Context: an optimization exercise on an open-source flow, tuned for small area and a short achievable clock period. The choices shown serve that exercise and are no tape-out recipe.
RTL that was checked went through simulation tests only; none was proved equivalent to the original.
Power figures rest on the tool's default switching activity, not on a simulated workload.

==> flow/design.v <==
package dither_pkg;
    localparam int PIX_W = 8;
    localparam int Q_W = 5;
    localparam int SH_W = 6;
    localparam int RGB_W = 24;
    localparam int LINE_TOTAL = 24;
    localparam int LATENCY = 2 * LINE_TOTAL + 3;
    localparam int PIX_STAGES = 11;
    localparam int QLAT = PIX_STAGES + 1;
    localparam int HIST_NEXT = LINE_TOTAL - 5;
    localparam int HIST_FAR  = 2 * LINE_TOTAL - 10;
    localparam int HIST_LEN  = HIST_FAR + 1;
    localparam int CNT_W   = 6;
    localparam int CNT_MAX = LATENCY;
endpackage
import dither_pkg::*;
module diffusion_row
#(
    parameter int K = 3
) (
    input  logic             clk,
    input  logic [PIX_W-1:0] value_in,
    input  logic [K-1:0]     share,
    output logic [PIX_W-1:0] value_out
);
    logic               neg;
    logic [K:0]         lo;
    logic               cy;
    logic [PIX_W-K-1:0] hi;
    logic [PIX_W-K-1:0] hi_new;
    logic               up;
    logic               dn;
    logic [PIX_W-K:0]   all1;
    logic [PIX_W-K:0]   all0;
    logic               ovf;
    logic               unf;
    assign neg = share[K-1];
    assign lo = {1'b0, value_in[K-1:0]} + {1'b0, share};
    assign cy = lo[K];
    assign hi = value_in[PIX_W-1:K];
    assign up = cy && !neg;
    assign dn = !cy && neg;
    always_comb begin
        all1[0] = 1'b1;
        all0[0] = 1'b1;
        for (int i = 0; i < PIX_W - K; i++) begin
            all1[i+1] = all1[i] && hi[i];
            all0[i+1] = all0[i] && !hi[i];
        end
        for (int i = 0; i < PIX_W - K; i++) begin
            hi_new[i] = hi[i] ^ ((up && all1[i]) || (dn && all0[i]));
        end
    end
    assign ovf = up && all1[PIX_W-K];
    assign unf = dn && all0[PIX_W-K];
    always_ff @(posedge clk) begin
        value_out <= unf ? '0 : (ovf ? '1 : {hi_new, lo[K-1:0]});
    end
endmodule
module line_fifo
#(
    parameter int WIDTH = 1,
    parameter int DEPTH = 1
) (
    input  logic             clk,
    input  logic [WIDTH-1:0] din,
    output logic [DEPTH-1:0][WIDTH-1:0] taps
);
    always_ff @(posedge clk) begin
        taps[0] <= din;
        for (int i = 1; i < DEPTH; i++) begin
            taps[i] <= taps[i-1];
        end
    end
endmodule
import dither_pkg::*;
module jjn_quantizer
(
    input  logic             clk,
    input  logic [PIX_W-1:0] value_in,
    input  logic             de_in,
    output logic [Q_W-1:0]   q_out,
    output logic             bd_out
);
    logic signed [5:0] w7;
    logic signed [9:0] u0;
    logic signed [9:0] u1;
    logic              unf;
    logic              ovf;
    logic              b;
    assign w7 = 6'($signed(q_out)) + 6'($signed(q_out) >>> 1) - 6'($signed(q_out) >>> 2);
    assign u0 = $signed({2'b00, value_in}) + w7;
    assign u1 = $signed({2'b00, value_in}) + w7 + 10'sd1;
    assign unf = u0[9];
    assign ovf = !u0[9] && u0[8];
    assign b   = !u0[9] && (u0[8] || u0[7]);
    always_ff @(posedge clk) begin
        if (!de_in || unf || ovf)
            q_out <= '0;
        else
            q_out <= b ? u1[7:3] : u0[7:3];
        bd_out <= b;
    end
endmodule
import dither_pkg::*;
module jjn_dither_top
(
    input  logic             clk,
    input  logic             rst,
    input  logic [RGB_W-1:0] rgb,
    input  logic             de,
    input  logic             hs,
    input  logic             vs,
    output logic [RGB_W-1:0] dout,
    output logic             de_out,
    output logic             hs_out,
    output logic             vs_out
);
    logic [CNT_W-1:0] cnt;
    always_ff @(posedge clk) begin
        if (rst)
            cnt <= '0;
        else if (cnt != CNT_W'(CNT_MAX))
            cnt <= cnt + 1'b1;
    end
    logic [LATENCY-1:0][1:0] sync_taps;
    logic [QLAT:0]           de_taps;
    line_fifo #(.WIDTH(2), .DEPTH(LATENCY)) sync_dly (
        .clk(clk), .din({hs, vs}), .taps(sync_taps)
    );
    line_fifo #(.WIDTH(1), .DEPTH(QLAT + 1)) de_dly (
        .clk(clk), .din(de), .taps(de_taps)
    );
    logic [PIX_STAGES:1][PIX_W-1:0] pix;
    logic [HIST_LEN-2:0][Q_W:0] hist_taps;
    logic [Q_W-1:0]   q_next;
    logic [Q_W-1:0]   q_near;
    logic             bd_near;
    function automatic logic [2:0] share_w1(input logic [Q_W-1:0] q);
        case (q[4:3])
            2'b00:   share_w1 = 3'sd0;
            2'b01:   share_w1 = 3'sd1;
            2'b10:   share_w1 = -3'sd3;
            default: share_w1 = -3'sd2;
        endcase
    endfunction
    function automatic logic [4:0] share_w5(input logic [Q_W-1:0] q);
        share_w5 = $signed(q) - ($signed(q) >>> 3);
    endfunction
    function automatic logic [5:0] share_w7(input logic [Q_W-1:0] q);
        share_w7 = 6'($signed(q)) + 6'($signed(q) >>> 1) - 6'($signed(q) >>> 2);
    endfunction
    logic [5:0] gr;
    logic [6:0] gg;
    logic [5:0] gb;
    logic [6:0] gs_q;
    logic [6:1] gc_q;
    assign gr = rgb[23:18];
    assign gg = rgb[15:9];
    assign gb = rgb[7:2];
    always_ff @(posedge clk) begin
        gs_q <= {gg[6], gr ^ gg[5:0] ^ gb};
        gc_q <= (gr & gg[5:0]) | (gr & gb) | (gg[5:0] & gb);
    end
    logic           keep_next;
    logic           keep_far;
    logic [3:0]     far_q41;
    logic [4:0]     far_w5;
    logic [4:0]     next_w5;
    logic [5:0]     next_w7;
    assign keep_next = !rst && (cnt >= CNT_W'(HIST_NEXT));
    assign keep_far  = !rst && (cnt >= CNT_W'(HIST_FAR));
    logic use_next;
    logic use_far;
    assign use_next = keep_next && !hist_taps[HIST_NEXT-2][Q_W];
    assign use_far  = keep_far && !hist_taps[HIST_FAR-2][Q_W];
    always_ff @(posedge clk) begin
        far_q41 <= use_far ? hist_taps[HIST_FAR-2][Q_W-1:1] : '0;
        far_w5  <= use_far ? share_w5(hist_taps[HIST_FAR-2][Q_W-1:0]) : '0;
        next_w5 <= use_next ? share_w5(hist_taps[HIST_NEXT-2][Q_W-1:0]) : '0;
        next_w7 <= use_next ? share_w7(hist_taps[HIST_NEXT-2][Q_W-1:0]) : '0;
    end
    assign q_next = hist_taps[HIST_NEXT-1][Q_W] ? '0 : hist_taps[HIST_NEXT-1][Q_W-1:0];
    logic [2:0] far_w1;
    assign far_w1 = share_w1({far_q41, 1'b0});
    logic signed [9:0] far0_sum;
    assign far0_sum = $signed({3'b0, gs_q}) + $signed({3'b0, gc_q, 1'b0}) + $signed(far_w1);
    always_ff @(posedge clk) begin
        pix[1] <= far0_sum[9] ? '0 : far0_sum[PIX_W-1:0];
    end
    diffusion_row #(.K(4)) far1 (.clk(clk), .value_in(pix[1]), .share(far_q41), .value_out(pix[2]));
    diffusion_row #(.K(5)) far2 (.clk(clk), .value_in(pix[2]), .share(far_w5), .value_out(pix[3]));
    diffusion_row #(.K(4)) far3 (.clk(clk), .value_in(pix[3]), .share(far_q41), .value_out(pix[4]));
    diffusion_row #(.K(3)) far4 (.clk(clk), .value_in(pix[4]), .share(far_w1), .value_out(pix[5]));
    diffusion_row #(.K(4)) nxt0 (.clk(clk), .value_in(pix[5]), .share(q_next[4:1]), .value_out(pix[6]));
    diffusion_row #(.K(5)) nxt1 (.clk(clk), .value_in(pix[6]), .share(next_w5), .value_out(pix[7]));
    diffusion_row #(.K(6)) nxt2 (.clk(clk), .value_in(pix[7]), .share(next_w7), .value_out(pix[8]));
    diffusion_row #(.K(5)) nxt3 (.clk(clk), .value_in(pix[8]), .share(next_w5), .value_out(pix[9]));
    diffusion_row #(.K(4)) nxt4 (.clk(clk), .value_in(pix[9]), .share(q_next[4:1]), .value_out(pix[10]));
    diffusion_row #(.K(5)) cur0 (.clk(clk), .value_in(pix[10]), .share(share_w5(q_near)), .value_out(pix[11]));
    logic de_eff;
    assign de_eff = de_taps[PIX_STAGES] && (cnt >= CNT_W'(QLAT));
    jjn_quantizer quantizer_i (
        .clk(clk), .value_in(pix[PIX_STAGES]), .de_in(de_eff),
        .q_out(q_near), .bd_out(bd_near)
    );
    logic [Q_W:0] q_code;
    always_comb begin
        if (!de_taps[QLAT])
            q_code = {1'b1, Q_W'(0)};
        else if (q_near == '0 && bd_near)
            q_code = {1'b1, Q_W'(1)};
        else
            q_code = {1'b0, q_near};
    end
    always_ff @(posedge clk) begin
        hist_taps[0] <= q_code;
        for (int i = 1; i < HIST_LEN - 1; i++) begin
            hist_taps[i] <= hist_taps[i-1];
        end
        if (!keep_next) hist_taps[HIST_NEXT-1][Q_W-1:0] <= '0;
    end
    logic       out_ok;
    logic       bd_q;
    logic [2:0] sync_q;
    assign out_ok = !rst && (cnt == CNT_W'(CNT_MAX));
    logic [Q_W:0] out_code;
    logic         out_de;
    logic         out_bd;
    assign out_code = hist_taps[HIST_FAR-1];
    assign out_de   = !out_code[Q_W] || out_code[0];
    assign out_bd   = out_code[Q_W] ? out_code[0] : out_code[Q_W-1];
    always_ff @(posedge clk) begin
        bd_q   <= out_ok && out_bd;
        sync_q <= out_ok ? {out_de, sync_taps[LATENCY-1]} : 3'b000;
    end
    assign dout = {RGB_W{bd_q}};
    assign {de_out, hs_out, vs_out} = sync_q;
endmodule
clock: 6.5 ns
lec_check: 0
abc_area: 1
cap_margin: 20
core_margin: 2
core_utilization: 60
cts_buf_list: sky130_fd_sc_hd__clkbuf_16
cts_cluster_diameter: 100
cts_cluster_size: 28
setup_slack_margin: 3.9
slew_margin: 20
standard.sh (not shown) runs the stock make flow with config.mk's settings and CLKGATE_MAP_FILE= SYNTH_SCRIPT=/design/flow/synth_recipe.tcl, a recipe that flattens the netlist after the stock synthesis.
==> flow/flow/run.sh <==
#!/bin/bash
# The standard layout (standard.sh) with these ORFS settings changed:
#   ADDER_MAP_FILE empty: no adder cells are extracted in synthesis, so ABC
#     maps all of the arithmetic itself (registers and names unchanged);
#   and the placement/CTS/repair settings listed on the make line below.
# Every tool's output goes to orfs_make.log here; ORFS keeps its per-step
# logs under orfs/logs.
set -euo pipefail
bash standard.sh ADDER_MAP_FILE= MATCH_CELL_FOOTPRINT=0 'BUFFER_PORTS_ARGS=-buffer_cell sky130_fd_sc_hd__buf_2' finish > orfs_make.log 2>&1
The baseline ran to the end with no violations.
Then changed:
--- a/flow/design.v
+++ b/flow/design.v
@@ -221,7 +221,7 @@
         if (!keep_next) hist_taps[HIST_NEXT-1][Q_W-1:0] <= '0;
     end
     logic       out_ok;
-    logic       bd_q;
+    logic [1:0] bd_q;
     logic [2:0] sync_q;
     assign out_ok = !rst && (cnt == CNT_W'(CNT_MAX));
     logic [Q_W:0] out_code;
@@ -230,10 +230,15 @@
     assign out_code = hist_taps[HIST_FAR-1];
     assign out_de   = !out_code[Q_W] || out_code[0];
     assign out_bd   = out_code[Q_W] ? out_code[0] : out_code[Q_W-1];
-    always_ff @(posedge clk) begin
-        bd_q   <= out_ok && out_bd;
+    logic         pre_bd;
+    logic [Q_W:0] pre_code;
+    assign pre_code = hist_taps[HIST_FAR-2];
+    always_ff @(posedge clk) begin
+        pre_bd  <= pre_code[Q_W] ? pre_code[0] : pre_code[Q_W-1];
+        bd_q[1] <= out_ok && out_bd;
+        bd_q[0] <= out_ok && pre_bd;
         sync_q <= out_ok ? {out_de, sync_taps[LATENCY-1]} : 3'b000;
     end
-    assign dout = {RGB_W{bd_q}};
+    assign dout = {{12{bd_q[1]}}, {12{bd_q[0]}}};
     assign {de_out, hs_out, vs_out} = sync_q;
 endmodule
=> The new run completed without violations. Die area hardly moves. Synthesized cell count is about the same. Worst hold slack is better by 0.0045 ns. Worst setup slack got worse by 0.062 ns. First-iteration DRC count is higher by 9.0%. Core utilization drops by 0.18 points. Critical path depth is unchanged. Via count drops by 0.67%. Combinational power rose by about 10%. Sequential cell count grows by 2.
Function not checked in the second run of this note: the RTL went through the layout flow alone.

afterwards: timing with drivers on the ports:
Ports are ideal in the flow. The routed layouts listed here were re-timed in OpenROAD.
Step 1: set_driving_cell puts a clkbuf_16 on clk and a buf_2 on each other input, an assumption about the parent block.
Step 2 adds t to the input delays and takes it off the output delays; t is the mean of the earliest and latest rising clock arrival at the registers after step 1. Input paths then give back, and output paths get back, about the clock's delay inside the block.
Slacks: no drivers / after step 1 / after step 2; pairs: no drivers / after step 1.
run	t, ns	setup WS [ns]	worst setup path after step 2	pins driven straight from the clock port
the first run	0.572	4.076 / 4.029 / 3.762	input to register	1
the second run	0.571	4.013 / 3.965 / 3.749	input to register	1
After both steps every run listed still meets setup and hold. The setup slack of the first run, which loses most, moves by -0.047 ns with the drivers and by -0.314 ns with both steps.
